This is an optimization exercise on Yosys and OpenROAD, whose aim is a short achievable clock period and few clock cycles per item, not a production implementation. The RTL was checked by simulation tests, not by an equivalence proof against the original design. Power is estimated from default activity; no workload was simulated.

==> flow/design.v <==
module lc4_decoder (
    input  logic [15:0] i_insn,
    output logic        o_rd_we,     
    output logic        o_rs_re,     
    output logic        o_rt_re,     
    output logic        o_is_load,
    output logic        o_is_store,  
    output logic        o_sub,
    output logic        o_and,
    output logic        o_const,
    output logic [15:0] o_imm        
);
    logic op1, rr, addi;
    assign op1        = i_insn[15:12] == 4'h1;
    assign rr         = op1 && !i_insn[5] && !i_insn[3];            
    assign addi       = op1 && i_insn[5];
    assign o_and      = i_insn[15:12] == 4'h5 && i_insn[5:3] == 3'b000;
    assign o_is_load  = i_insn[15:12] == 4'h6;
    assign o_is_store = i_insn[15:12] == 4'h7;
    assign o_const    = i_insn[15:12] == 4'h9;
    assign o_sub      = rr && i_insn[4];
    assign o_rt_re    = rr || o_and;
    assign o_rs_re    = rr || addi || o_and || o_is_load || o_is_store;
    assign o_rd_we    = rr || addi || o_and || o_is_load || o_const;
    always_comb begin
        if (o_const)                      o_imm = {{7{i_insn[8]}}, i_insn[8:0]};
        else if (o_is_load || o_is_store) o_imm = {{10{i_insn[5]}}, i_insn[5:0]};
        else                              o_imm = {{11{i_insn[4]}}, i_insn[4:0]};
    end
endmodule
module lc4_alu (
    input  logic [15:0] i_ma,        
    input  logic [15:0] i_mb,        
    input  logic [15:0] i_a,         
    input  logic        i_a_ma,      
    input  logic        i_a_mb,
    input  logic        i_a_r,
    input  logic [15:0] i_b,         
    input  logic        i_b_ma,
    input  logic        i_b_mb,
    input  logic        i_b_r,
    input  logic        i_sub,
    input  logic        i_and,
    output logic [15:0] o_result
);
    logic [15:0] a, b, g0, p0;
    logic [15:0] g [5];
    logic [15:0] p [5];
    logic [15:0] c;
    assign a  = ({16{i_a_mb}} & i_mb) | ({16{i_a_ma}} & i_ma) | ({16{i_a_r}} & i_a);
    assign b  = (({16{i_b_mb}} & i_mb) | ({16{i_b_ma}} & i_ma) | ({16{i_b_r}} & i_b)) ^
                {16{i_sub}};
    assign g0 = a & b;
    assign p0 = a ^ b;
    always_comb begin
        g[0] = g0;
        p[0] = p0;
        g[0][0] = g0[0] | (p0[0] & i_sub);
        for (int l = 1; l < 5; l++) begin
            for (int i = 0; i < 16; i++) begin
                if (i >= (1 << (l - 1))) begin
                    g[l][i] = g[l-1][i] | (p[l-1][i] & g[l-1][i - (1 << (l - 1))]);
                    p[l][i] = p[l-1][i] & p[l-1][i - (1 << (l - 1))];
                end else begin
                    g[l][i] = g[l-1][i];
                    p[l][i] = p[l-1][i];
                end
            end
        end
        c[0] = i_sub;
        for (int i = 1; i < 16; i++) c[i] = g[4][i-1];
    end
    assign o_result = i_and ? g0 : (p0 ^ c);
endmodule
module lc4_regfile_ss (
    input  logic        gwe,
    input  logic        i_rst_n,
    input  logic        i_we_a,
    input  logic [2:0]  i_rd_a,
    input  logic [15:0] i_wdata_a,
    input  logic        i_we_b,
    input  logic [2:0]  i_rd_b,
    input  logic [15:0] i_wdata_b,
    input  logic [2:0]  i_r0,
    input  logic [2:0]  i_r1,
    input  logic [2:0]  i_r2,
    input  logic [2:0]  i_r3,
    input  logic [2:0]  i_r4,
    input  logic [2:0]  i_r5,
    output logic [15:0] o_d0,
    output logic [15:0] o_d1,
    output logic [15:0] o_d2,
    output logic [15:0] o_d3,
    output logic [15:0] o_d4,
    output logic [15:0] o_d5
);
    logic [15:0] regs [8];
    always_ff @(posedge gwe or negedge i_rst_n) begin
        if (!i_rst_n) begin
            for (int i = 0; i < 8; i++) regs[i] <= 16'd0;
        end else begin
            for (int i = 0; i < 8; i++) begin
                if (i_we_b && i_rd_b == 3'(i))      regs[i] <= i_wdata_b;   
                else if (i_we_a && i_rd_a == 3'(i)) regs[i] <= i_wdata_a;
            end
        end
    end
    function automatic [15:0] rd(input [2:0] sel);
        if (i_we_b && i_rd_b == sel)      rd = i_wdata_b;
        else if (i_we_a && i_rd_a == sel) rd = i_wdata_a;
        else                              rd = regs[sel];
    endfunction
    assign o_d0 = rd(i_r0);
    assign o_d1 = rd(i_r1);
    assign o_d2 = rd(i_r2);
    assign o_d3 = rd(i_r3);
    assign o_d4 = rd(i_r4);
    assign o_d5 = rd(i_r5);
endmodule
module lc4_processor_ss #(
    parameter logic [15:0] PC_RESET = 16'h8200
) (
    input  logic        gwe,
    input  logic        i_rst_n,
    output logic [15:0] o_cur_pc,
    input  logic [15:0] i_cur_insn_a,     
    input  logic [15:0] i_cur_insn_b,     
    output logic [15:0] o_dmem_addr,
    output logic        o_dmem_we,
    output logic [15:0] o_dmem_towrite,
    input  logic [15:0] i_dmem_rdata,
    output logic        o_retire_a_valid,
    output logic [15:0] o_retire_a_pc,
    output logic [15:0] o_retire_a_insn,
    output logic        o_retire_a_rd_we,
    output logic [2:0]  o_retire_a_rd,
    output logic [15:0] o_retire_a_wdata,
    output logic        o_retire_a_dmem_we,
    output logic [15:0] o_retire_a_dmem_addr,
    output logic        o_retire_b_valid,
    output logic [15:0] o_retire_b_pc,
    output logic [15:0] o_retire_b_insn,
    output logic        o_retire_b_rd_we,
    output logic [2:0]  o_retire_b_rd,
    output logic [15:0] o_retire_b_wdata,
    output logic        o_retire_b_dmem_we,
    output logic [15:0] o_retire_b_dmem_addr
);
    logic        fa_rd_we, fa_rs_re, fa_rt_re, fa_ld, fa_st, fa_sub, fa_and, fa_const;
    logic        fb_rd_we, fb_rs_re, fb_rt_re, fb_ld, fb_st, fb_sub, fb_and, fb_const;
    logic [15:0] fa_imm, fb_imm;
    lc4_decoder u_dec_a (
        .i_insn(i_cur_insn_a), .o_rd_we(fa_rd_we), .o_rs_re(fa_rs_re), .o_rt_re(fa_rt_re),
        .o_is_load(fa_ld), .o_is_store(fa_st), .o_sub(fa_sub), .o_and(fa_and),
        .o_const(fa_const), .o_imm(fa_imm)
    );
    lc4_decoder u_dec_b (
        .i_insn(i_cur_insn_b), .o_rd_we(fb_rd_we), .o_rs_re(fb_rs_re), .o_rt_re(fb_rt_re),
        .o_is_load(fb_ld), .o_is_store(fb_st), .o_sub(fb_sub), .o_and(fb_and),
        .o_const(fb_const), .o_imm(fb_imm)
    );
    logic [15:0] pc_q, pc_x;                     
    assign pc_q = pc_x ^ PC_RESET;
    logic        da_valid, da_rd_we, da_rs_re, da_rt_re, da_ld, da_st, da_sub, da_and, da_const;
    logic        db_valid, db_rd_we, db_rs_re, db_rt_re, db_ld, db_st, db_sub, db_and, db_const;
    logic [15:0] da_pc, da_insn, da_imm, db_pc, db_insn, db_imm;
    logic        xa_valid, xa_rd_we, xa_ld, xa_st, xa_sub, xa_and;
    logic        xb_valid, xb_rd_we, xb_ld, xb_st, xb_sub, xb_and;
    logic [15:0] xa_pc, xa_insn, xb_pc, xb_insn;
    logic [2:0]  xa_rd, xb_rd;
    logic [15:0] xa_a, xa_b, xb_a, xb_b;
    logic        xa_a_ma, xa_a_mb, xa_b_ma, xa_b_mb, xb_a_ma, xb_a_mb, xb_b_ma, xb_b_mb;
    logic        xa_a_r, xa_b_r, xb_a_r, xb_b_r, xm_base_r;
    logic        xm_valid, xm_st;                  
    logic [15:0] xm_base, xm_imm, xm_sd;
    logic        xm_base_ma, xm_base_mb, xm_sd_ma, xm_sd_mb, xm_sd_ld;
    logic        ma_valid, ma_rd_we, ma_ld, ma_st;
    logic        mb_valid, mb_rd_we, mb_ld, mb_st;
    logic [15:0] ma_pc, ma_insn, mb_pc, mb_insn, ma_alu, mb_alu;
    logic [2:0]  ma_rd, mb_rd;
    logic [15:0] m_addr, m_wdata;
    logic        m_we;
    logic        wa_valid, wa_rd_we, wa_st, wb_valid, wb_rd_we, wb_st;
    logic [15:0] wa_pc, wa_insn, wa_wdata, wa_addr, wb_pc, wb_insn, wb_wdata, wb_addr;
    logic [2:0]  wa_rd, wb_rd;
    logic [2:0]  da_rs, da_rt, da_rd, db_rs, db_rt, db_rd, dm_base_r, dm_sd_r;
    logic [15:0] ma_wd, mb_wd;
    logic [15:0] v_a_rs, v_a_rt, v_b_rs, v_b_rt, v_m_base, v_m_sd;
    logic        a_mem, b_mem;
    assign da_rs = da_insn[8:6];
    assign da_rt = da_insn[2:0];
    assign da_rd = da_insn[11:9];
    assign db_rs = db_insn[8:6];
    assign db_rt = db_insn[2:0];
    assign db_rd = db_insn[11:9];
    assign a_mem = da_ld || da_st;
    assign b_mem = db_ld || db_st;
    assign dm_base_r = a_mem ? da_rs : db_rs;
    assign dm_sd_r   = da_st ? da_rd : db_rd;
    assign ma_wd = ma_ld ? i_dmem_rdata : ma_alu;
    assign mb_wd = mb_ld ? i_dmem_rdata : mb_alu;
    lc4_regfile_ss u_regfile (
        .gwe(gwe), .i_rst_n(i_rst_n),
        .i_we_a(ma_valid && ma_rd_we), .i_rd_a(ma_rd), .i_wdata_a(ma_wd),
        .i_we_b(mb_valid && mb_rd_we), .i_rd_b(mb_rd), .i_wdata_b(mb_wd),
        .i_r0(da_rs), .i_r1(da_rt), .i_r2(db_rs), .i_r3(db_rt), .i_r4(dm_base_r), .i_r5(dm_sd_r),
        .o_d0(v_a_rs), .o_d1(v_a_rt), .o_d2(v_b_rs), .o_d3(v_b_rt), .o_d4(v_m_base), .o_d5(v_m_sd)
    );
    function automatic logic p_b(input [2:0] r);
        p_b = xb_valid && xb_rd_we && xb_rd == r;
    endfunction
    function automatic logic p_a(input [2:0] r);
        p_a = xa_valid && xa_rd_we && xa_rd == r;
    endfunction
    function automatic logic s_mb(input [2:0] r);
        s_mb = p_b(r) && !xb_ld;
    endfunction
    function automatic logic s_ma(input [2:0] r);
        s_ma = !p_b(r) && p_a(r) && !xa_ld;
    endfunction
    function automatic logic s_ld(input [2:0] r);
        s_ld = p_b(r) ? xb_ld : (p_a(r) && xa_ld);
    endfunction
    logic h_ldu_a, h_ldu_b, h_bna;
    logic ldu_a, split, issue_a, issue_b;
    assign ldu_a   = da_valid && h_ldu_a;
    assign split   = da_valid && db_valid && (h_bna || (a_mem && b_mem) || h_ldu_b);
    assign issue_a = da_valid && !ldu_a;
    assign issue_b = db_valid && !ldu_a && !split;
    function automatic logic op_reads(input [15:0] insn, input rs_re, input rt_re, input [2:0] r);
        op_reads = (rs_re && insn[8:6] == r) || (rt_re && insn[2:0] == r);
    endfunction
    function automatic logic any_reads(input [15:0] insn, input rs_re, input rt_re, input st,
                                       input [2:0] r);
        any_reads = op_reads(insn, rs_re, rt_re, r) || (st && insn[11:9] == r);
    endfunction
    function automatic logic ldu_pair(input [15:0] insn, input rs_re, input rt_re);
        logic wb_s, wa_s, wb_t, wa_t;
        wb_s = db_valid && db_rd_we && db_rd == insn[8:6];
        wa_s = da_valid && da_rd_we && da_rd == insn[8:6];
        wb_t = db_valid && db_rd_we && db_rd == insn[2:0];
        wa_t = da_valid && da_rd_we && da_rd == insn[2:0];
        ldu_pair = (rs_re && (wb_s ? db_ld : (wa_s && da_ld))) ||
                   (rt_re && (wb_t ? db_ld : (wa_t && da_ld)));
    endfunction
    always_ff @(posedge gwe or negedge i_rst_n) begin
        if (!i_rst_n) begin
            pc_x     <= 16'd0;
            da_valid <= 1'b0;
            db_valid <= 1'b0;
            h_ldu_a  <= 1'b0;
            h_ldu_b  <= 1'b0;
            h_bna    <= 1'b0;
        end else if (ldu_a) begin
            h_ldu_a  <= 1'b0;
            h_ldu_b  <= 1'b0;
        end else if (split) begin
            da_valid <= db_valid;
            db_valid <= 1'b1;
            pc_x     <= (pc_q + 16'd1) ^ PC_RESET;
            h_ldu_a  <= da_ld && op_reads(db_insn, db_rs_re, db_rt_re, da_rd);
            h_ldu_b  <= da_ld && op_reads(i_cur_insn_a, fa_rs_re, fa_rt_re, da_rd);
            h_bna    <= db_rd_we && any_reads(i_cur_insn_a, fa_rs_re, fa_rt_re, fa_st, db_rd);
        end else begin
            da_valid <= 1'b1;
            db_valid <= 1'b1;
            pc_x     <= (pc_q + 16'd2) ^ PC_RESET;
            h_ldu_a  <= ldu_pair(i_cur_insn_a, fa_rs_re, fa_rt_re);
            h_ldu_b  <= ldu_pair(i_cur_insn_b, fb_rs_re, fb_rt_re);
            h_bna    <= fa_rd_we && any_reads(i_cur_insn_b, fb_rs_re, fb_rt_re, fb_st,
                                              i_cur_insn_a[11:9]);
        end
    end
    always_ff @(posedge gwe) begin
        if (ldu_a) begin
        end else if (split) begin
            {da_pc, da_insn, da_imm} <= {db_pc, db_insn, db_imm};
            {da_rd_we, da_rs_re, da_rt_re, da_ld, da_st, da_sub, da_and, da_const} <=
                {db_rd_we, db_rs_re, db_rt_re, db_ld, db_st, db_sub, db_and, db_const};
            {db_pc, db_insn, db_imm} <= {pc_q, i_cur_insn_a, fa_imm};
            {db_rd_we, db_rs_re, db_rt_re, db_ld, db_st, db_sub, db_and, db_const} <=
                {fa_rd_we, fa_rs_re, fa_rt_re, fa_ld, fa_st, fa_sub, fa_and, fa_const};
        end else begin
            {da_pc, da_insn, da_imm} <= {pc_q, i_cur_insn_a, fa_imm};
            {da_rd_we, da_rs_re, da_rt_re, da_ld, da_st, da_sub, da_and, da_const} <=
                {fa_rd_we, fa_rs_re, fa_rt_re, fa_ld, fa_st, fa_sub, fa_and, fa_const};
            {db_pc, db_insn, db_imm} <= {pc_q + 16'd1, i_cur_insn_b, fb_imm};
            {db_rd_we, db_rs_re, db_rt_re, db_ld, db_st, db_sub, db_and, db_const} <=
                {fb_rd_we, fb_rs_re, fb_rt_re, fb_ld, fb_st, fb_sub, fb_and, fb_const};
        end
    end
    always_ff @(posedge gwe or negedge i_rst_n) begin
        if (!i_rst_n) begin
            xa_valid <= 1'b0;
            xb_valid <= 1'b0;
            xm_valid <= 1'b0;
        end else begin
            xa_valid <= issue_a;
            xb_valid <= issue_b;
            xm_valid <= (issue_a && a_mem) || (issue_b && b_mem);
        end
    end
    always_ff @(posedge gwe) begin
        xa_pc <= da_pc; xa_insn <= da_insn; xa_rd <= da_rd;
        xa_rd_we <= da_rd_we; xa_ld <= da_ld; xa_st <= da_st; xa_sub <= da_sub; xa_and <= da_and;
        xa_a    <= da_const ? 16'd0 : v_a_rs;
        xa_a_ma <= da_rs_re && s_ma(da_rs);
        xa_a_mb <= da_rs_re && s_mb(da_rs);
        xa_a_r  <= !(da_rs_re && (s_ma(da_rs) || s_mb(da_rs)));
        xa_b    <= da_rt_re ? v_a_rt : da_imm;
        xa_b_ma <= da_rt_re && s_ma(da_rt);
        xa_b_mb <= da_rt_re && s_mb(da_rt);
        xa_b_r  <= !(da_rt_re && (s_ma(da_rt) || s_mb(da_rt)));
        xb_pc <= db_pc; xb_insn <= db_insn; xb_rd <= db_rd;
        xb_rd_we <= db_rd_we; xb_ld <= db_ld; xb_st <= db_st; xb_sub <= db_sub; xb_and <= db_and;
        xb_a    <= db_const ? 16'd0 : v_b_rs;
        xb_a_ma <= db_rs_re && s_ma(db_rs);
        xb_a_mb <= db_rs_re && s_mb(db_rs);
        xb_a_r  <= !(db_rs_re && (s_ma(db_rs) || s_mb(db_rs)));
        xb_b    <= db_rt_re ? v_b_rt : db_imm;
        xb_b_ma <= db_rt_re && s_ma(db_rt);
        xb_b_mb <= db_rt_re && s_mb(db_rt);
        xb_b_r  <= !(db_rt_re && (s_ma(db_rt) || s_mb(db_rt)));
        xm_st      <= a_mem ? da_st : db_st;
        xm_base    <= v_m_base;
        xm_base_ma <= s_ma(dm_base_r);
        xm_base_mb <= s_mb(dm_base_r);
        xm_base_r  <= !(s_ma(dm_base_r) || s_mb(dm_base_r));
        xm_imm     <= a_mem ? da_imm : db_imm;
        xm_sd      <= v_m_sd;
        xm_sd_ma   <= s_ma(dm_sd_r);
        xm_sd_mb   <= s_mb(dm_sd_r);
        xm_sd_ld   <= s_ld(dm_sd_r);
    end
    logic [15:0] xa_res, xb_res, xm_addr, xm_data;
    lc4_alu u_alu_a (
        .i_ma(ma_alu), .i_mb(mb_alu),
        .i_a(xa_a), .i_a_ma(xa_a_ma), .i_a_mb(xa_a_mb), .i_a_r(xa_a_r),
        .i_b(xa_b), .i_b_ma(xa_b_ma), .i_b_mb(xa_b_mb), .i_b_r(xa_b_r),
        .i_sub(xa_sub), .i_and(xa_and), .o_result(xa_res)
    );
    lc4_alu u_alu_b (
        .i_ma(ma_alu), .i_mb(mb_alu),
        .i_a(xb_a), .i_a_ma(xb_a_ma), .i_a_mb(xb_a_mb), .i_a_r(xb_a_r),
        .i_b(xb_b), .i_b_ma(xb_b_ma), .i_b_mb(xb_b_mb), .i_b_r(xb_b_r),
        .i_sub(xb_sub), .i_and(xb_and), .o_result(xb_res)
    );
    lc4_alu u_agu (
        .i_ma(ma_alu), .i_mb(mb_alu),
        .i_a(xm_base), .i_a_ma(xm_base_ma), .i_a_mb(xm_base_mb), .i_a_r(xm_base_r),
        .i_b(xm_imm), .i_b_ma(1'b0), .i_b_mb(1'b0), .i_b_r(1'b1),
        .i_sub(1'b0), .i_and(1'b0), .o_result(xm_addr)
    );
    assign xm_data = xm_sd_mb ? mb_alu : xm_sd_ma ? ma_alu : xm_sd_ld ? i_dmem_rdata : xm_sd;
    always_ff @(posedge gwe or negedge i_rst_n) begin
        if (!i_rst_n) begin
            ma_valid <= 1'b0;
            mb_valid <= 1'b0;
            m_we     <= 1'b0;
        end else begin
            ma_valid <= xa_valid;
            mb_valid <= xb_valid;
            m_we     <= xm_valid && xm_st;
        end
    end
    always_ff @(posedge gwe) begin
        ma_pc <= xa_pc; ma_insn <= xa_insn; ma_rd <= xa_rd;
        ma_rd_we <= xa_rd_we; ma_ld <= xa_ld; ma_st <= xa_st; ma_alu <= xa_res;
        mb_pc <= xb_pc; mb_insn <= xb_insn; mb_rd <= xb_rd;
        mb_rd_we <= xb_rd_we; mb_ld <= xb_ld; mb_st <= xb_st; mb_alu <= xb_res;
        m_addr  <= xm_addr;
        m_wdata <= xm_data;
    end
    assign o_cur_pc       = pc_q;
    assign o_dmem_addr    = m_addr;
    assign o_dmem_we      = m_we;
    assign o_dmem_towrite = m_wdata;
    always_ff @(posedge gwe or negedge i_rst_n) begin
        if (!i_rst_n) begin
            wa_valid <= 1'b0;
            wb_valid <= 1'b0;
        end else begin
            wa_valid <= ma_valid;
            wb_valid <= mb_valid;
        end
    end
    always_ff @(posedge gwe) begin
        wa_pc <= ma_pc; wa_insn <= ma_insn; wa_rd <= ma_rd;
        wa_rd_we <= ma_valid && ma_rd_we;
        wa_st    <= ma_valid && ma_st;
        wa_wdata <= ma_wd;
        wa_addr  <= (ma_ld || ma_st) ? m_addr : 16'd0;
        wb_pc <= mb_pc; wb_insn <= mb_insn; wb_rd <= mb_rd;
        wb_rd_we <= mb_valid && mb_rd_we;
        wb_st    <= mb_valid && mb_st;
        wb_wdata <= mb_wd;
        wb_addr  <= (mb_ld || mb_st) ? m_addr : 16'd0;
    end
    assign o_retire_a_valid     = wa_valid;
    assign o_retire_a_pc        = wa_pc;
    assign o_retire_a_insn      = wa_insn;
    assign o_retire_a_rd_we     = wa_rd_we;
    assign o_retire_a_rd        = wa_rd;
    assign o_retire_a_wdata     = wa_wdata;
    assign o_retire_a_dmem_we   = wa_st;
    assign o_retire_a_dmem_addr = wa_addr;
    assign o_retire_b_valid     = wb_valid;
    assign o_retire_b_pc        = wb_pc;
    assign o_retire_b_insn      = wb_insn;
    assign o_retire_b_rd_we     = wb_rd_we;
    assign o_retire_b_rd        = wb_rd;
    assign o_retire_b_wdata     = wb_wdata;
    assign o_retire_b_dmem_we   = wb_st;
    assign o_retire_b_dmem_addr = wb_addr;
endmodule
==> flow/run.sh <==
#!/bin/bash
# synth_recipe.tcl (not shown) runs the flow's synth.tcl, then flattens the netlist and writes it again
# the make line also repeats each setting of config.mk as NAME=value (left out here)
make -C /OpenROAD-flow-scripts/flow DESIGN_CONFIG=/design/flow/config.mk WORK_HOME=/design/flow/orfs CLKGATE_MAP_FILE= SYNTH_SCRIPT=/design/flow/synth_recipe.tcl finish
==> flow/config.mk <==
export PLATFORM = sky130hd
export DESIGN_NAME = lc4_processor_ss
export DESIGN_NICKNAME = lc4_processor_ss
export VERILOG_FILES = /design/flow/design.v
export SDC_FILE = /design/flow/constraint.sdc
export NUM_CORES = 4
export LEC_CHECK = 0
export CAP_MARGIN = 20
export CELL_PAD_IN_SITES_DETAIL_PLACEMENT = 1
export CORE_MARGIN = 2
export CORE_UTILIZATION = 50
export PLACE_DENSITY = 0.7
export SETUP_SLACK_MARGIN = 4.3
export SLEW_MARGIN = 20
==> flow/constraint.sdc <==
create_clock -name core_clock -period 6.5 [get_ports {gwe}]
set_input_delay 1.3000 -clock core_clock [delete_from_list [all_inputs] [get_ports {gwe}]]
set_output_delay 1.3000 -clock core_clock [all_outputs]
set_load 0.01 [all_outputs]
==> run_results.csv, run 1 <==
group,metric,value,unit
clock_tree,clockBufferDepth,3,
placed_design,place_congestion,1.06,
logic_synthesis,synth.largest_area_cell,"dfxtp_1",
placed_design,dp_worst_setup_slack,2770,ps
logic_synthesis,synth_warnings,7,
logic_synthesis,synthCells,3991,
logic_synthesis,synth.cell_area,36000,um^2
clock_tree,cts_root_buffer,"clkbuf_16",
logic_synthesis,synth_enable_flop_cells,88,
outcome,lastStage,"global routing",
clock_tree,htreeDepth,3,
logic_synthesis,ys_ff_latch,709,
floorplan,row_count,98,
logic_synthesis,synth_top_area_share,25.8,%
floorplan,fp.dieH,272,um
logic_synthesis,syn_nets,4094,
logic_synthesis,synth_common_cells,"nand2_1 (508), dfxtp_1 (464), o21ai_0 (398), clkbuf_1 (242), nor2_1 (223)",
floorplan,die_w,272,um
logic_synthesis,synth.distinct_cells,93,
grt,grt_pass1_vias,54800,
logic_synthesis,synth_area_leaders,"dfxtp_1 (26%), dfrtp_1 (11%), edfxtp_1 (7.3%)",
placed_design,io_buffers,238,
logic_synthesis,synth_ff_type,"dfxtp_1",
placed_design,hpwl,116,mm
grt,grt_pass1_wl,448,mm
clock_tree,cts_sinks,709,
logic_synthesis,yosysMostFrequentCell,"nand2_1",
clock_tree,ctsHoldBuffers,0,
grt,grt_use_total,82.5,%
grt,grt_max_degree,70,
logic_synthesis,post_synth.cell_area_avg,9.02,um^2
logic_synthesis,ys_seq_area_share,44.1,%
outcome,error,"[ERROR GRT-0116] Global routing finished with congestion. Check the congestion regions in the DRC Viewer.",
logic_synthesis,synth-async-reset-ratio,22.1,%
grt,overflow,914,
outcome,status,"did not finish",
floorplan,initial_core_util,50.4,%
placed_design,place_inst,4919,
clock_tree,numCtsBuffers,78,
floorplan,io_pins,239,
cells by family after synthesis:
group | synth area share, %
compound gates | 22.9
simple gates | 14.1
flops | 44.1
buf+inv | 5.82
xor+xnor | 4.89
mux | 6.36
fa+ha+maj | 1.90
other cells | 0.0104
power by group through the flow:
stage	combinational (W)	sequential (W)	clock, W
floorplan	0.00436	0.00683	0
global placement	0.00675	0.00757	0
detailed placement	0.00704	0.00763	0
CTS	0.00898	0.00770	0.00509
worst max-delay path by stage:
stage                         start                   end  slack, ps  depth (start not counted)
floorplan           i_cur_insn_b[8]               h_ldu_b       3890                          7
global placement    i_dmem_rdata[8]  u_regfile.regs[4][8]       2950                          5
detailed placement            da_st              xm_sd[7]       2770                          8
CTS                      xm_base_ma            m_addr[13]       3530                         10
repair_timing:
action                     in CTS
buffers inserted              339
gates cloned                   57
setup endpoints to repair     675
gates resized for setup      1985
pin swaps                     214
per-stage QoR:
step	total power, W	hold WS (ps)	area (um^2)
after floorplan	0.0112	310	36500
after global placement	0.0143	310	39100
after detailed placement	0.0147	313	39200
after CTS	0.0218	290	50000
per-layer routing:
metal / track usage (%) / overflow
met5: 51.3 / 9
met4: 81.4 / 322
met2: 95.9 / 417
met3: 71.4 / 89
met1: 81.3 / 77
Testbench counts, summed over its fixed seeds: cycles 9,701, insns 16,000.
==> inputs of run 2 (changes only) <==
--- a/flow/design.v
+++ b/flow/design.v
@@ -85,14 +85,10 @@
     input  logic [2:0]  i_r1,
     input  logic [2:0]  i_r2,
     input  logic [2:0]  i_r3,
-    input  logic [2:0]  i_r4,
-    input  logic [2:0]  i_r5,
     output logic [15:0] o_d0,
     output logic [15:0] o_d1,
     output logic [15:0] o_d2,
-    output logic [15:0] o_d3,
-    output logic [15:0] o_d4,
-    output logic [15:0] o_d5
+    output logic [15:0] o_d3
 );
     logic [15:0] regs [8];
     always_ff @(posedge gwe or negedge i_rst_n) begin
@@ -114,8 +110,6 @@
     assign o_d1 = rd(i_r1);
     assign o_d2 = rd(i_r2);
     assign o_d3 = rd(i_r3);
-    assign o_d4 = rd(i_r4);
-    assign o_d5 = rd(i_r5);
 endmodule
 module lc4_processor_ss #(
     parameter logic [15:0] PC_RESET = 16'h8200
@@ -193,6 +187,9 @@
     assign db_rs = db_insn[8:6];
     assign db_rt = db_insn[2:0];
     assign db_rd = db_insn[11:9];
+    logic [2:0] da_rp, db_rp;
+    assign da_rp = da_st ? da_rd : da_rt;
+    assign db_rp = db_st ? db_rd : db_rt;
     assign a_mem = da_ld || da_st;
     assign b_mem = db_ld || db_st;
     assign dm_base_r = a_mem ? da_rs : db_rs;
@@ -203,9 +200,11 @@
         .gwe(gwe), .i_rst_n(i_rst_n),
         .i_we_a(ma_valid && ma_rd_we), .i_rd_a(ma_rd), .i_wdata_a(ma_wd),
         .i_we_b(mb_valid && mb_rd_we), .i_rd_b(mb_rd), .i_wdata_b(mb_wd),
-        .i_r0(da_rs), .i_r1(da_rt), .i_r2(db_rs), .i_r3(db_rt), .i_r4(dm_base_r), .i_r5(dm_sd_r),
-        .o_d0(v_a_rs), .o_d1(v_a_rt), .o_d2(v_b_rs), .o_d3(v_b_rt), .o_d4(v_m_base), .o_d5(v_m_sd)
+        .i_r0(da_rs), .i_r1(da_rp), .i_r2(db_rs), .i_r3(db_rp),
+        .o_d0(v_a_rs), .o_d1(v_a_rt), .o_d2(v_b_rs), .o_d3(v_b_rt)
     );
+    assign v_m_base = a_mem ? v_a_rs : v_b_rs;
+    assign v_m_sd   = da_st ? v_a_rt : v_b_rt;
     function automatic logic p_b(input [2:0] r);
         p_b = xb_valid && xb_rd_we && xb_rd == r;
     endfunction
--- a/flow/config.mk
+++ b/flow/config.mk
@@ -7,8 +7,8 @@
 export LEC_CHECK = 0
 export CAP_MARGIN = 20
 export CELL_PAD_IN_SITES_DETAIL_PLACEMENT = 1
+export CELL_PAD_IN_SITES_GLOBAL_PLACEMENT = 1
 export CORE_MARGIN = 2
-export CORE_UTILIZATION = 50
-export PLACE_DENSITY = 0.7
+export CORE_UTILIZATION = 30
 export SETUP_SLACK_MARGIN = 4.3
 export SLEW_MARGIN = 20
==> run 2 against run 1 <==
  * Now clean on timing, DRC and antenna
  * Synthesized cell count shrank 8.9%
  * Synthesized area shrank 7.0%
==> run_results.csv, run 2 <==
group,metric,value,unit
outcome,status,"complete, no violations",
critical_path,path_cells,"a222oi_1, inv_1, buf_6, fa_2, a21oi_2, o211ai_1, o31ai_2, buf_4, o311ai_1, a21oi_1, xnor2_1",
clock_tree,htreeDepth,3,
power,swShare,40.9,%
drt,ant_nets,0,
floorplan,coreArea,111000,um^2
clock_tree,cts_sinks,709,
placed_design,io_buffers,238,
logic_synthesis,synth_common_cells,"nand2_1 (522), dfxtp_1 (464), o21ai_0 (330), nor2_1 (250), a21oi_1 (233)",
grt,grt_max_degree,83,
clock_tree,cts_tree,"done",
timing,fin_worst_skew,25.8,ps
logic_synthesis,synth_area_leaders,"dfxtp_1 (28%), dfrtp_1 (12%), edfxtp_1 (7.9%)",
critical_path,cpMaxStageDelayCell,"a222oi_1",
timing,fin_crit_sh,50.4,%
logic_synthesis,synth-async-reset-ratio,22.1,%
clock_tree,clkTransAtPathRegs,60,ps
power,leakage,20.1,nW
cells_and_area,final_common_cell,"nand2_1",
critical_path,max_stage_delay,910,ps
critical_path,crit_fanout,6,
critical_path,rr_worst_depth,11,
clock_tree,clkLatencyLatePin,690,ps
clock_tree,ctsHoldBuffers,0,
logic_synthesis,synth.distinct_cells,94,
drt,wl_per_cell,32.0,um
clock_tree,clockBufferDepth,3,
timing,drv_slew,0,
cells_and_area,area_growth_syn_to_layout,49.3,%
worst_hold_path,hold_path_class,"flop to flop",
drt,drt_iter0_drc,4060,
power,sequentialPowerShare,36.6,%
floorplan,die-area,114000,um^2
timing,slew_headroom,22.7,%
critical_path,arrival,3860,ps
power,ir_drop,0.198,mV
worst_hold_path,holdPathStages,0,
logic_synthesis,synth.largest_area_cell,"dfxtp_1",
floorplan,io_pins,239,
grt,grt_pass1_wl,246,mm
logic_synthesis,synthCells,3635,
timing,min_period,3280,ps
clock_tree,cts_root_buffer,"clkbuf_16",
cells_and_area,fin_nets,4355,
logic_synthesis,synth_top_area_share,27.7,%
floorplan,fp.dieH,338,um
flow_run,max-cap-violations,0,
timing,hold_viol_final,0,
drt,wl,186,mm
drt,via_count,34600,
power,combPwrFrac,40.7,%
floorplan,initial_core_util,30.3,%
timing,setup-tns-final,0,ps
grt,grt_pass1_vias,32600,
critical_path,required,7080,ps
timing,worst_pin_slew,1160,ps
power,pwr-share-clk,22.7,%
cells_and_area,drive_above_1_share,39.7,%
clock_tree,numCtsBuffers,79,
power,powerDensity,415,nW/um^2
timing,clock.fmax,0.305,GHz
cells_and_area,regMostFlops,"u_regfile.regs",
drt,via_per_inst,5.95,
power,power,0.0208,W
timing,setup_violations,0,
power,netSwitchingPower,0.00849,W
grt,overflow,0,
logic_synthesis,synth.cell_area,33500,um^2
critical_path,critPathLaunchType,"flop",
floorplan,row_count,122,
placed_design,hpwl,106,mm
grt,grt_use_total,29.9,%
logic_synthesis,yosysMostFrequentCell,"nand2_1",
timing,rsz0062_at_grt,"true",
floorplan,die_w,338,um
logic_synthesis,synth_warnings,7,
placed_design,place_congestion,0.988,
grt,antenna_found_initial,18,
critical_path,end_kind,"flop",
logic_synthesis,post_synth.cell_area_avg,9.21,um^2
logic_synthesis,synth_ff_type,"dfxtp_1",
logic_synthesis,synth_enable_flop_cells,88,
logic_synthesis,ys_ff_latch,709,
cells_and_area,layout_common_cells,"nand2_1 (424), buf_4 (327), dfxtp_1 (319)",
cells_and_area,largest_register_ffs,128,
power,intPower,0.0123,W
drt,drcViolationCount,0,
drt,first_pass_iters,9,
critical_path,crit_type,"flop to flop",
logic_synthesis,syn_nets,3738,
logic_synthesis,ys_seq_area_share,47.4,%
## run 2: changes by cell type after synthesis, moves of 25 or more
cell	before	now
o211ai_1	120	90
clkbuf_1	242	208
o21ai_0	398	330
nor2_1	223	250
a22oi_1	43	18
inv_1	158	118
o221ai_1	32	7
o22ai_1	64	31
a21oi_1	178	233
a221oi_1	74	25
## run 2: worst max-delay path: cells and delay by family (launching register included)
| kind | cells | cell delay (ps) |
|---|---|---|
| xor gates and xnor gates | 1 | 160 |
| buffers and inverters | 3 | 470 |
| DFF | 1 | 380 |
| AOI/OAI and AO/OA | 6 | 1800 |
| adders and majority gates | 1 | 340 |
## run 2: stage by stage
step	hold slack (ps)	instances	utilization [%]	setup slack, ps	cell area (um^2)
2_1_floorplan	310	3635	-	3720	34300
3_3_place_gp	310	5157	34.2	2590	37900
3_5_place_dp	313	5157	34.2	2560	37900
4_1_cts	324	5665	42.2	3240	46700
5_1_grt	326	5809	45.2	3180	50000
6_report	323	5813	45.2	3220	50000
## run 2: final cells by class
class / instances / area, um^2
clock buffers: 124 / 2370
clock inverters: 22 / 287
flip-flops and latches: 709 / 16200
fillers: 12000 / 60700
multi-input cells: 2525 / 19900
repair inverters: 1 / 5.00
well taps: 1488 / 1860
inverters: 126 / 541
repair buffers: 810 / 8820
diodes: 8 / 20.0
## run 2: worst paths after layout
kind	slack, ps	endpoint	start
min in group asynchronous	670	u_regfile.regs[7][2]	i_rst_n
setup reg to reg	3220	m_addr[12]	xm_base_ma
hold / removal	320	wa_pc[10]	ma_pc[10]
setup / recovery	3220	m_addr[12]	xm_base_ma
hold reg to reg	320	wa_pc[10]	ma_pc[10]
max in group asynchronous	4690	pc_x[10]	i_rst_n
## run 2: cells by family (layout without fill, tap and decap cells)
group	after synthesis	in the layout	synth area share, %
fa+ha+maj	53	53	2.05
compound gates	1017	1021	19.8
buf+inv	409	1083	4.91
simple gates	1064	1066	14.1
xor+xnor	200	200	5.23
flops	709	709	47.4
other cells	1	9	0.0112
mux	182	184	6.51
## run 2: repair_timing
| item | CTS | global route |
|---|---|---|
| pin swaps | 213 | 288 |
| buffers inserted | 326 | 127 |
| endpoints found under the hold margin | 0 | 0 |
| gates resized for setup | 1729 | 517 |
| gates cloned | 36 | 13 |
| endpoints found under the setup margin | 631 | 554 |
## run 2: power by group through the flow
stage	combinational (W)	sequential (W)	clock, W
3_3_place_gp	0.00592	0.00742	0
2_1_floorplan	0.00369	0.00665	0
6_report	0.00844	0.00761	0.00471
4_1_cts	0.00733	0.00738	0.00474
3_5_place_dp	0.00601	0.00740	0
5_1_grt	0.00884	0.00762	0.00494
## run 2: metal layers
layer  share of wire, %  GRT usage [%]
met3                 11           8.63
met1                 38           37.7
met2                 43           45.7
met5               0.11              0
met4                8.0           17.1
Testbench counts of run 2, summed over its fixed seeds: cycles 9,701, insns 16,000.
==> inputs of run 3 (changes only) <==
--- a/flow/design.v
+++ b/flow/design.v
@@ -344,12 +344,12 @@
         .i_b(xb_b), .i_b_ma(xb_b_ma), .i_b_mb(xb_b_mb), .i_b_r(xb_b_r),
         .i_sub(xb_sub), .i_and(xb_and), .o_result(xb_res)
     );
-    lc4_alu u_agu (
-        .i_ma(ma_alu), .i_mb(mb_alu),
-        .i_a(xm_base), .i_a_ma(xm_base_ma), .i_a_mb(xm_base_mb), .i_a_r(xm_base_r),
-        .i_b(xm_imm), .i_b_ma(1'b0), .i_b_mb(1'b0), .i_b_r(1'b1),
-        .i_sub(1'b0), .i_and(1'b0), .o_result(xm_addr)
-    );
+    logic [15:0] ag_ma, ag_mb, ag_r;
+    assign ag_ma   = ma_alu + xm_imm;
+    assign ag_mb   = mb_alu + xm_imm;
+    assign ag_r    = xm_base + xm_imm;
+    assign xm_addr = ({16{xm_base_mb}} & ag_mb) | ({16{xm_base_ma}} & ag_ma) |
+                     ({16{xm_base_r}} & ag_r);
     assign xm_data = xm_sd_mb ? mb_alu : xm_sd_ma ? ma_alu : xm_sd_ld ? i_dmem_rdata : xm_sd;
     always_ff @(posedge gwe or negedge i_rst_n) begin
         if (!i_rst_n) begin
==> run 3 against run 2 <==
  * Synthesized area grew 3.5%
  * Maximum frequency grew 3.8%
  * Cell count increased by 4.1%
  * Sequential cell count stayed put
  * Clock skew rose by 23 ps
  * Via count grew 4.0%
  * Utilization is 1.2 points higher
  * Final area rose by 6.2%
  * Sequential power decreased by 1%
  * Sequential share of layout area decreased by 1.9 points
  * Global-route usage decreased by 0.81 points
  * Largest cell class unchanged
==> run_results.csv, run 3 <==
group,metric,value,unit
logic_synthesis,synth.distinct_cells,77,
timing,setup_violations,0,
power,power,0.0221,W
grt,grt_max_degree,71,
power,leakage,21.6,nW
grt,grt_pass1_vias,35200,
outcome,status,"complete, no violations",
cells_and_area,largest_register_ffs,128,
critical_path,end_kind,"flop",
drt,drcViolationCount,0,
drt,via_count,36000,
grt,grt_pass1_wl,252,mm
floorplan,io_pins,239,
cells_and_area,area_growth_syn_to_layout,53.3,%
floorplan,die_w,344,um
logic_synthesis,synth_warnings,7,
clock_tree,ctsHoldBuffers,0,
floorplan,coreArea,115000,um^2
cells_and_area,layout_common_cells,"nand2_1 (428), dfxtp_1 (326), buf_4 (319)",
floorplan,die-area,118000,um^2
power,ir_drop,0.219,mV
timing,slew_headroom,26.5,%
critical_path,crit_fanout,4,
logic_synthesis,synth_area_leaders,"dfxtp_1 (27%), dfrtp_1 (11%), edfxtp_1 (7.6%)",
timing,rsz0062_at_grt,"true",
cells_and_area,drive_above_1_share,41.5,%
drt,wl_per_cell,32.3,um
logic_synthesis,synth_ff_type,"dfxtp_1",
timing,hold_viol_final,0,
cells_and_area,final_common_cell,"nand2_1",
drt,drt_iter0_drc,4469,
placed_design,hpwl,99.3,mm
floorplan,row_count,124,
clock_tree,cts_tree,"done",
logic_synthesis,synth.cell_area,34600,um^2
floorplan,initial_core_util,30.2,%
critical_path,crit_type,"flop to flop",
logic_synthesis,synth_top_area_share,26.8,%
power,powerDensity,417,nW/um^2
timing,fin_worst_skew,49.0,ps
clock_tree,cts_sinks,709,
logic_synthesis,ys_seq_area_share,45.8,%
timing,worst_pin_slew,1100,ps
timing,fin_crit_sh,48.6,%
logic_synthesis,synth_common_cells,"nand2_1 (552), dfxtp_1 (464), o21ai_0 (324), nor2_1 (302), a21oi_1 (268)",
timing,setup-tns-final,0,ps
drt,first_pass_iters,7,
logic_synthesis,post_synth.cell_area_avg,9.13,um^2
clock_tree,numCtsBuffers,82,
timing,clock.fmax,0.317,GHz
cells_and_area,seqCellArea,16100,um^2
drt,ant_nets,0,
cells_and_area,multi_input_area,21900,um^2
critical_path,arrival,3800,ps
drt,wl,196,mm
clock_tree,clkTransAtPathRegs,60,ps
placed_design,place_congestion,0.890,
floorplan,fp.dieH,344,um
logic_synthesis,synth_enable_flop_cells,88,
grt,overflow,0,
clock_tree,clkLatencyLatePin,730,ps
flow_run,max-cap-violations,0,
logic_synthesis,syn_nets,3928,
logic_synthesis,synth-async-reset-ratio,22.1,%
timing,drv_slew,0,
timing,min_period,3160,ps
grt,grt_use_total,29.1,%
drt,via_per_inst,5.94,
logic_synthesis,synthCells,3793,
clock_tree,htreeDepth,3,
logic_synthesis,yosysMostFrequentCell,"nand2_1",
clock_tree,clockBufferDepth,3,
clock_tree,cts_root_buffer,"clkbuf_16",
placed_design,io_buffers,238,
critical_path,rr_worst_depth,12,
critical_path,critPathLaunchType,"flop",
cells_and_area,fin_nets,4597,
worst_hold_path,hold_path_class,"flop to flop",
critical_path,required,7140,ps
worst_hold_path,holdPathStages,0,
grt,antenna_found_initial,20,
logic_synthesis,ys_ff_latch,709,
cells_and_area,fin_util,46.4,%
cells_and_area,regMostFlops,"u_regfile.regs",
cells_and_area,fill_cells,12300,
logic_synthesis,synth.largest_area_cell,"dfxtp_1",
==> run 3: changes by cell type in the layout (fill, tap and decap cells not counted), sizes merged, moves of 33 or more <==
cell and change:
buf +46, o211ai -44, nor2 +53, mux2i +40, a211oi +33, a21oi +36
==> run 3: kinds of logic after synthesis <==
| kind of cell | Yosys count | synth area share, % |
|---|---|---|
| AND/OR/NAND/NOR | 1161 | 14.7 |
| AO/OA/AOI/OAI | 984 | 17.7 |
| flip-flops | 709 | 45.8 |
| buffers and inverters | 395 | 4.76 |
| multiplexers | 244 | 8.44 |
| XOR/XNOR | 214 | 5.41 |
| adder cells (fa/ha/maj) | 85 | 3.18 |
| other | 1 | 0.0108 |
==> run 3: repair_timing <==
action / CTS / global route
endpoints found under the hold margin: 0 / 0
resized for setup: 1865 / 632
gates cloned: 49 / 13
pin swaps: 241 / 287
buffers inserted: 341 / 169
endpoints found under the setup margin: 580 / 542
==> run 3: worst max-delay path, cell delays in order (launching register included) <==
cell	delay [ps]
dfxtp_4	370
buf_4	150
a222oi_1	460
mux2_4	280
fa_2	240
nor2b_4	50
o21ai_2	150
a21boi_2	100
o211ai_1	400
a21boi_1	170
o21a_1	240
or4_1	400
nand3_1	80
==> run 3: through the flow <==
| step | instances | instance area, um^2 | setup WS, ps | hold WS, ps |
|---|---|---|---|---|
| after floorplan | 3793 | 35100 | 3700 | 310 |
| after global placement | 5318 | 38600 | 2360 | 310 |
| after detailed placement | 5318 | 38600 | 2230 | 313 |
| after CTS | 5860 | 48700 | 3440 | 321 |
| after global routing | 6051 | 53100 | 3220 | 330 |
| final | 6053 | 53100 | 3340 | 308 |
==> run 3: worst paths after layout <==
path,from,end,slack [ps]
max,mb_alu[0],ma_alu[10],3340
min,xb_insn[4],mb_insn[4],310
max reg2reg,mb_alu[0],ma_alu[10],3340
min reg2reg,xb_insn[4],mb_insn[4],310
max in group asynchronous,i_rst_n,mb_valid,4590
min in group asynchronous,i_rst_n,u_regfile.regs[7][10],630
==> run 3: final cells by class <==
| cell class | instances | share of cell area (%) |
|---|---|---|
| timing repair buffer | 865 | 18.5 |
| multi-input combinational | 2697 | 41.2 |
| sequential | 709 | 30.4 |
| tap | 1512 | 3.56 |
| inverter | 107 | 0.851 |
| clock buffer | 111 | 4.51 |
| antenna | 11 | 0.0519 |
| clock inverter | 41 | 0.933 |
==> run 3: layer usage <==
layer / routed length [um] / vias to the layer above / track usage (%) / share of wire [%]
met5: 130 / - / 0 / 0.066
met4: 15900 / 12 / 17.0 / 8.1
met3: 21900 / 928 / 7.65 / 11
met2: 85700 / 2364 / 45.5 / 44
met1: 72000 / 17800 / 36.2 / 37
li1: - / 14900 / - / -
==> run 3: report_power, final <==
group,internal (W),switching [W],leakage [nW]
logic,0.00435,0.00527,13.5
clock network,0.00286,0.00215,1.43
registers,0.00576,0.00173,6.62
total,0.0130,0.00916,21.6
Testbench counts of run 3, summed over its fixed seeds: cycles 9,701, insns 16,000.
==> inputs of run 4 (changes only) <==
--- a/flow/design.v
+++ b/flow/design.v
@@ -39,7 +39,7 @@
     input  logic        i_b_ma,
     input  logic        i_b_mb,
     input  logic        i_b_r,
-    input  logic        i_sub,
+    input  logic        i_sub,       
     input  logic        i_and,
     output logic [15:0] o_result
 );
@@ -48,8 +48,7 @@
     logic [15:0] p [5];
     logic [15:0] c;
     assign a  = ({16{i_a_mb}} & i_mb) | ({16{i_a_ma}} & i_ma) | ({16{i_a_r}} & i_a);
-    assign b  = (({16{i_b_mb}} & i_mb) | ({16{i_b_ma}} & i_ma) | ({16{i_b_r}} & i_b)) ^
-                {16{i_sub}};
+    assign b  = ({16{i_b_mb}} & i_mb) | ({16{i_b_ma}} & i_ma) | ({16{i_b_r}} & i_b);
     assign g0 = a & b;
     assign p0 = a ^ b;
     always_comb begin
@@ -233,14 +232,18 @@
                                        input [2:0] r);
         any_reads = op_reads(insn, rs_re, rt_re, r) || (st && insn[11:9] == r);
     endfunction
-    function automatic logic ldu_pair(input [15:0] insn, input rs_re, input rt_re);
+    function automatic logic waits(input [15:0] insn, input rs_re, input rt_re, input sub,
+                                   input ld, input [2:0] r);
+        waits = ld ? op_reads(insn, rs_re, rt_re, r) : (sub && rt_re && insn[2:0] == r);
+    endfunction
+    function automatic logic h_pair(input [15:0] insn, input rs_re, input rt_re, input sub);
         logic wb_s, wa_s, wb_t, wa_t;
         wb_s = db_valid && db_rd_we && db_rd == insn[8:6];
         wa_s = da_valid && da_rd_we && da_rd == insn[8:6];
         wb_t = db_valid && db_rd_we && db_rd == insn[2:0];
         wa_t = da_valid && da_rd_we && da_rd == insn[2:0];
-        ldu_pair = (rs_re && (wb_s ? db_ld : (wa_s && da_ld))) ||
-                   (rt_re && (wb_t ? db_ld : (wa_t && da_ld)));
+        h_pair = (rs_re && (wb_s ? db_ld : (wa_s && da_ld))) ||
+                 (rt_re && (wb_t ? (db_ld || sub) : (wa_t && (da_ld || sub))));
     endfunction
     always_ff @(posedge gwe or negedge i_rst_n) begin
         if (!i_rst_n) begin
@@ -257,15 +260,15 @@
             da_valid <= db_valid;
             db_valid <= 1'b1;
             pc_x     <= (pc_q + 16'd1) ^ PC_RESET;
-            h_ldu_a  <= da_ld && op_reads(db_insn, db_rs_re, db_rt_re, da_rd);
-            h_ldu_b  <= da_ld && op_reads(i_cur_insn_a, fa_rs_re, fa_rt_re, da_rd);
+            h_ldu_a  <= da_rd_we && waits(db_insn, db_rs_re, db_rt_re, db_sub, da_ld, da_rd);
+            h_ldu_b  <= da_rd_we && waits(i_cur_insn_a, fa_rs_re, fa_rt_re, fa_sub, da_ld, da_rd);
             h_bna    <= db_rd_we && any_reads(i_cur_insn_a, fa_rs_re, fa_rt_re, fa_st, db_rd);
         end else begin
             da_valid <= 1'b1;
             db_valid <= 1'b1;
             pc_x     <= (pc_q + 16'd2) ^ PC_RESET;
-            h_ldu_a  <= ldu_pair(i_cur_insn_a, fa_rs_re, fa_rt_re);
-            h_ldu_b  <= ldu_pair(i_cur_insn_b, fb_rs_re, fb_rt_re);
+            h_ldu_a  <= h_pair(i_cur_insn_a, fa_rs_re, fa_rt_re, fa_sub);
+            h_ldu_b  <= h_pair(i_cur_insn_b, fb_rs_re, fb_rt_re, fb_sub);
             h_bna    <= fa_rd_we && any_reads(i_cur_insn_b, fb_rs_re, fb_rt_re, fb_st,
                                               i_cur_insn_a[11:9]);
         end
@@ -306,7 +309,7 @@
         xa_a_ma <= da_rs_re && s_ma(da_rs);
         xa_a_mb <= da_rs_re && s_mb(da_rs);
         xa_a_r  <= !(da_rs_re && (s_ma(da_rs) || s_mb(da_rs)));
-        xa_b    <= da_rt_re ? v_a_rt : da_imm;
+        xa_b    <= da_rt_re ? (v_a_rt ^ {16{da_sub}}) : da_imm;   
         xa_b_ma <= da_rt_re && s_ma(da_rt);
         xa_b_mb <= da_rt_re && s_mb(da_rt);
         xa_b_r  <= !(da_rt_re && (s_ma(da_rt) || s_mb(da_rt)));
@@ -316,7 +319,7 @@
         xb_a_ma <= db_rs_re && s_ma(db_rs);
         xb_a_mb <= db_rs_re && s_mb(db_rs);
         xb_a_r  <= !(db_rs_re && (s_ma(db_rs) || s_mb(db_rs)));
-        xb_b    <= db_rt_re ? v_b_rt : db_imm;
+        xb_b    <= db_rt_re ? (v_b_rt ^ {16{db_sub}}) : db_imm;
         xb_b_ma <= db_rt_re && s_ma(db_rt);
         xb_b_mb <= db_rt_re && s_mb(db_rt);
         xb_b_r  <= !(db_rt_re && (s_ma(db_rt) || s_mb(db_rt)));
==> run 4 against run 3 <==
  * Still clean
  * Critical path depth stayed put
  * Non-clock buffer count down 4
  * Synthesized area is 0.58% lower
  * Clock-buffer cell count increased by 6
  * Setup slack gained 48 ps
  * Power rose by 24%
  * Clock skew down 2.1 ps
  * Synthesized cell count down 2.2%
  * Hold slack better by 13 ps
==> run_results.csv, run 4 <==
group,metric,value,unit
outcome,status,"complete, no violations",
cells_and_area,drive_above_1_share,42.9,%
power,leakage,21.5,nW
flow_run,max-cap-violations,0,
drt,ant_nets,0,
logic_synthesis,ys_seq_area_share,46.1,%
clock_tree,htreeDepth,3,
power,netSwitchingPower,0.0120,W
floorplan,die_w,343,um
grt,overflow,0,
clock_tree,numCtsBuffers,85,
power,intPower,0.0154,W
timing,hold_viol_final,0,
timing,worst_pin_slew,1130,ps
critical_path,path_cells,"buf_6, buf_6, mux2i_4, buf_12, buf_12, xnor2_4, or4_4, o21ai_2, a31oi_2, a21oi_2, xnor2_1, mux2_4",
power,sequentialPowerShare,29.4,%
power,ir_drop,0.259,mV
logic_synthesis,synth.cell_area,34400,um^2
drt,drcViolationCount,0,
power,powerDensity,518,nW/um^2
critical_path,end_kind,"flop",
logic_synthesis,syn_nets,3848,
grt,grt_max_degree,81,
timing,clock.fmax,0.322,GHz
logic_synthesis,post_synth.cell_area_avg,9.28,um^2
drt,first_pass_iters,9,
logic_synthesis,yosysMostFrequentCell,"nand2_1",
clock_tree,cts_sinks,709,
logic_synthesis,synth_ff_type,"dfxtp_1",
timing,setup-tns-final,0,ps
timing,rsz0062_at_grt,"true",
power,power,0.0275,W
floorplan,io_pins,239,
power,pwr-share-clk,18.3,%
logic_synthesis,synth.largest_area_cell,"dfxtp_1",
grt,grt_use_total,28.9,%
timing,setup_violations,0,
timing,fin_worst_skew,46.8,ps
drt,drt_iter0_drc,4343,
critical_path,required,7110,ps
cells_and_area,fin_util,46.5,%
grt,grt_pass1_wl,248,mm
grt,antenna_found_initial,19,
cells_and_area,layout_common_cells,"nand2_1 (398), buf_4 (347), dfxtp_1 (326)",
logic_synthesis,synth_top_area_share,27.0,%
clock_tree,ctsHoldBuffers,0,
logic_synthesis,synth_warnings,7,
critical_path,arrival,3720,ps
placed_design,dpl_cell_area,39100,um^2
logic_synthesis,synthCells,3711,
power,combPwrFrac,52.3,%
power,swShare,43.9,%
critical_path,cpMaxStageDelayCell,"or4_4",
drt,wl,195,mm
timing,slew_headroom,24.8,%
timing,fin_crit_sh,47.8,%
clock_tree,cts_tree,"done",
placed_design,place_congestion,0.949,
critical_path,crit_fanout,6,
drt,via_per_inst,5.97,
clock_tree,clockBufferDepth,3,
cells_and_area,area_growth_syn_to_layout,53.9,%
floorplan,die-area,118000,um^2
critical_path,critPathLaunchType,"flop",
cells_and_area,regMostFlops,"u_regfile.regs",
critical_path,max_stage_delay,710,ps
logic_synthesis,synth_common_cells,"nand2_1 (486), dfxtp_1 (464), o21ai_0 (337), nor2_1 (251), a21oi_1 (242)",
floorplan,initial_core_util,30.2,%
logic_synthesis,synth-async-reset-ratio,22.1,%
logic_synthesis,synth_enable_flop_cells,88,
timing,drv_slew,0,
clock_tree,clkLatencyLatePin,720,ps
cells_and_area,final_common_cell,"nand2_1",
floorplan,row_count,124,
cells_and_area,largest_register_ffs,128,
timing,min_period,3110,ps
floorplan,fp.dieH,343,um
placed_design,io_buffers,238,
cells_and_area,fin_nets,4532,
critical_path,crit_type,"flop to flop",
grt,grt_pass1_vias,33800,
drt,wl_per_cell,32.5,um
clock_tree,clkTransAtPathRegs,70,ps
logic_synthesis,synth.distinct_cells,86,
floorplan,coreArea,114000,um^2
worst_hold_path,hold_path_class,"flop to flop",
placed_design,hpwl,104,mm
drt,via_count,35800,
logic_synthesis,synth_area_leaders,"dfxtp_1 (27%), dfrtp_1 (11%), edfxtp_1 (7.7%)",
logic_synthesis,ys_ff_latch,709,
cells_and_area,finalInstanceArea,53000,um^2
clock_tree,cts_root_buffer,"clkbuf_16",
## run 4: changes by cell type in the layout (fill, tap and decap cells not counted), sizes merged, moves of 27 or more
cell | before | now
inv | 103 | 140
a21oi | 269 | 242
xor2 | 76 | 109
mux2i | 160 | 114
nand2 | 552 | 486
o211ai | 46 | 94
nor2 | 304 | 251
## run 4: stage by stage
step	hold WS [ps]	setup slack, ps	std cells
floorplan	310	3790	3711
global placement	311	2480	5252
detailed placement	313	2610	5252
CTS	322	3490	5790
global route	327	3280	5984
finish	321	3390	5989
## run 4: area by class of cell
type                    instances  area (um^2)
diodes                          9         22.5
fillers                     12200        61000
inverters                     143          612
well taps                    1512         1890
flip-flops and latches        709        16200
clock inverters                43          488
multi-input cells            2590        21900
repair buffers                861         9360
repair inverters                5         98.8
clock buffers                 117         2420
## run 4: power by group through the flow
stage / sequential [W] / combinational [W] / clock [W]
5_1_grt: 0.00814 / 0.0150 / 0.00526
3_3_place_gp: 0.00788 / 0.00917 / 0
4_1_cts: 0.00785 / 0.0118 / 0.00505
2_1_floorplan: 0.00705 / 0.00627 / 0
6_report: 0.00807 / 0.0144 / 0.00502
3_5_place_dp: 0.00788 / 0.00930 / 0
## run 4: path summary, 6_finish.rpt
check	from	end	slack, ps	depth (start not counted)
worst max register to register	da_st	xa_b[1]	3390	12
worst min-delay path	ma_insn[15]	wa_insn[15]	320	0
max in group asynchronous	i_rst_n	pc_x[10]	4500	2
worst min register to register	ma_insn[15]	wa_insn[15]	320	0
worst max-delay path	da_st	xa_b[1]	3390	12
min in group asynchronous	i_rst_n	u_regfile.regs[6][14]	630	1
## run 4: cell families (layout without fill, tap and decap cells)
family / after synthesis / count (layout) / synth area share (%)
multiplexers: 204 / 206 / 7.46
adder cells (fa/ha/maj): 87 / 87 / 3.31
XOR/XNOR: 224 / 224 / 5.70
flip-flops: 709 / 709 / 46.1
AND/OR/NAND/NOR: 1028 / 1035 / 13.2
buffers and inverters: 421 / 1169 / 5.09
AO/OA/AOI/OAI: 1037 / 1037 / 19.2
other: 1 / 10 / 0.0109
## run 4: repair_timing
| item | in CTS | in global routing |
|---|---|---|
| cloned | 48 | 11 |
| endpoints found under the setup margin | 660 | 492 |
| gates resized for setup | 1846 | 554 |
| setup buffers | 330 | 179 |
| pin swaps | 221 | 243 |
## run 4: critical path: cells and delay by family, from the launching register on
family | cells | cell delay, ps
xor+xnor | 2 | 300
flops | 1 | 420
mux | 2 | 500
buf+inv | 4 | 560
compound gates | 3 | 500
simple gates | 1 | 710
## run 4: layer usage
metal  track usage (%)  up-vias  part of all wire (%)
met5                 0        -                 0.096
met4              14.3       16                   8.0
met3              8.01      912                    12
met2              44.5     2428                    42
met1              37.1    17700                    37
li1                  -    14700                     -
Testbench counts of run 4, summed over its fixed seeds: cycles 9,883, insns 16,000.

what the ideal ports hide:
The flow's constraints put no driver on any port. The routed layouts listed below were extracted and timed again, unchanged, in two steps. Step 1 (the two cells are an assumption about what drives the block):
set clk [get_ports {gwe}]
set_driving_cell -lib_cell sky130_fd_sc_hd__clkbuf_16 $clk
set_driving_cell -lib_cell sky130_fd_sc_hd__buf_2 [delete_from_list [all_inputs] $clk]
Step 2 also shifts input and output timing later by t, the mid clock arrival at the registers, as if the neighbouring blocks saw the same clock. Three values: ideal ports, drivers, drivers and shift; two values: the first two.
| run | t (ns) | setup WS [ns] | worst setup path at the end |
|---|---|---|---|
| run 2 | 0.752 | 3.223 / 3.223 / 3.223 | register to register |
| run 3 | 0.782 | 3.343 / 3.343 / 3.162 | input to register |
| run 4 | 0.789 | 3.390 / 3.390 / 3.004 | input to register |
After both steps setup and hold are still met in every run listed. For run 4, which loses most, drivers alone change the setup slack by 0.000 ns; drivers and shift together by -0.386 ns.
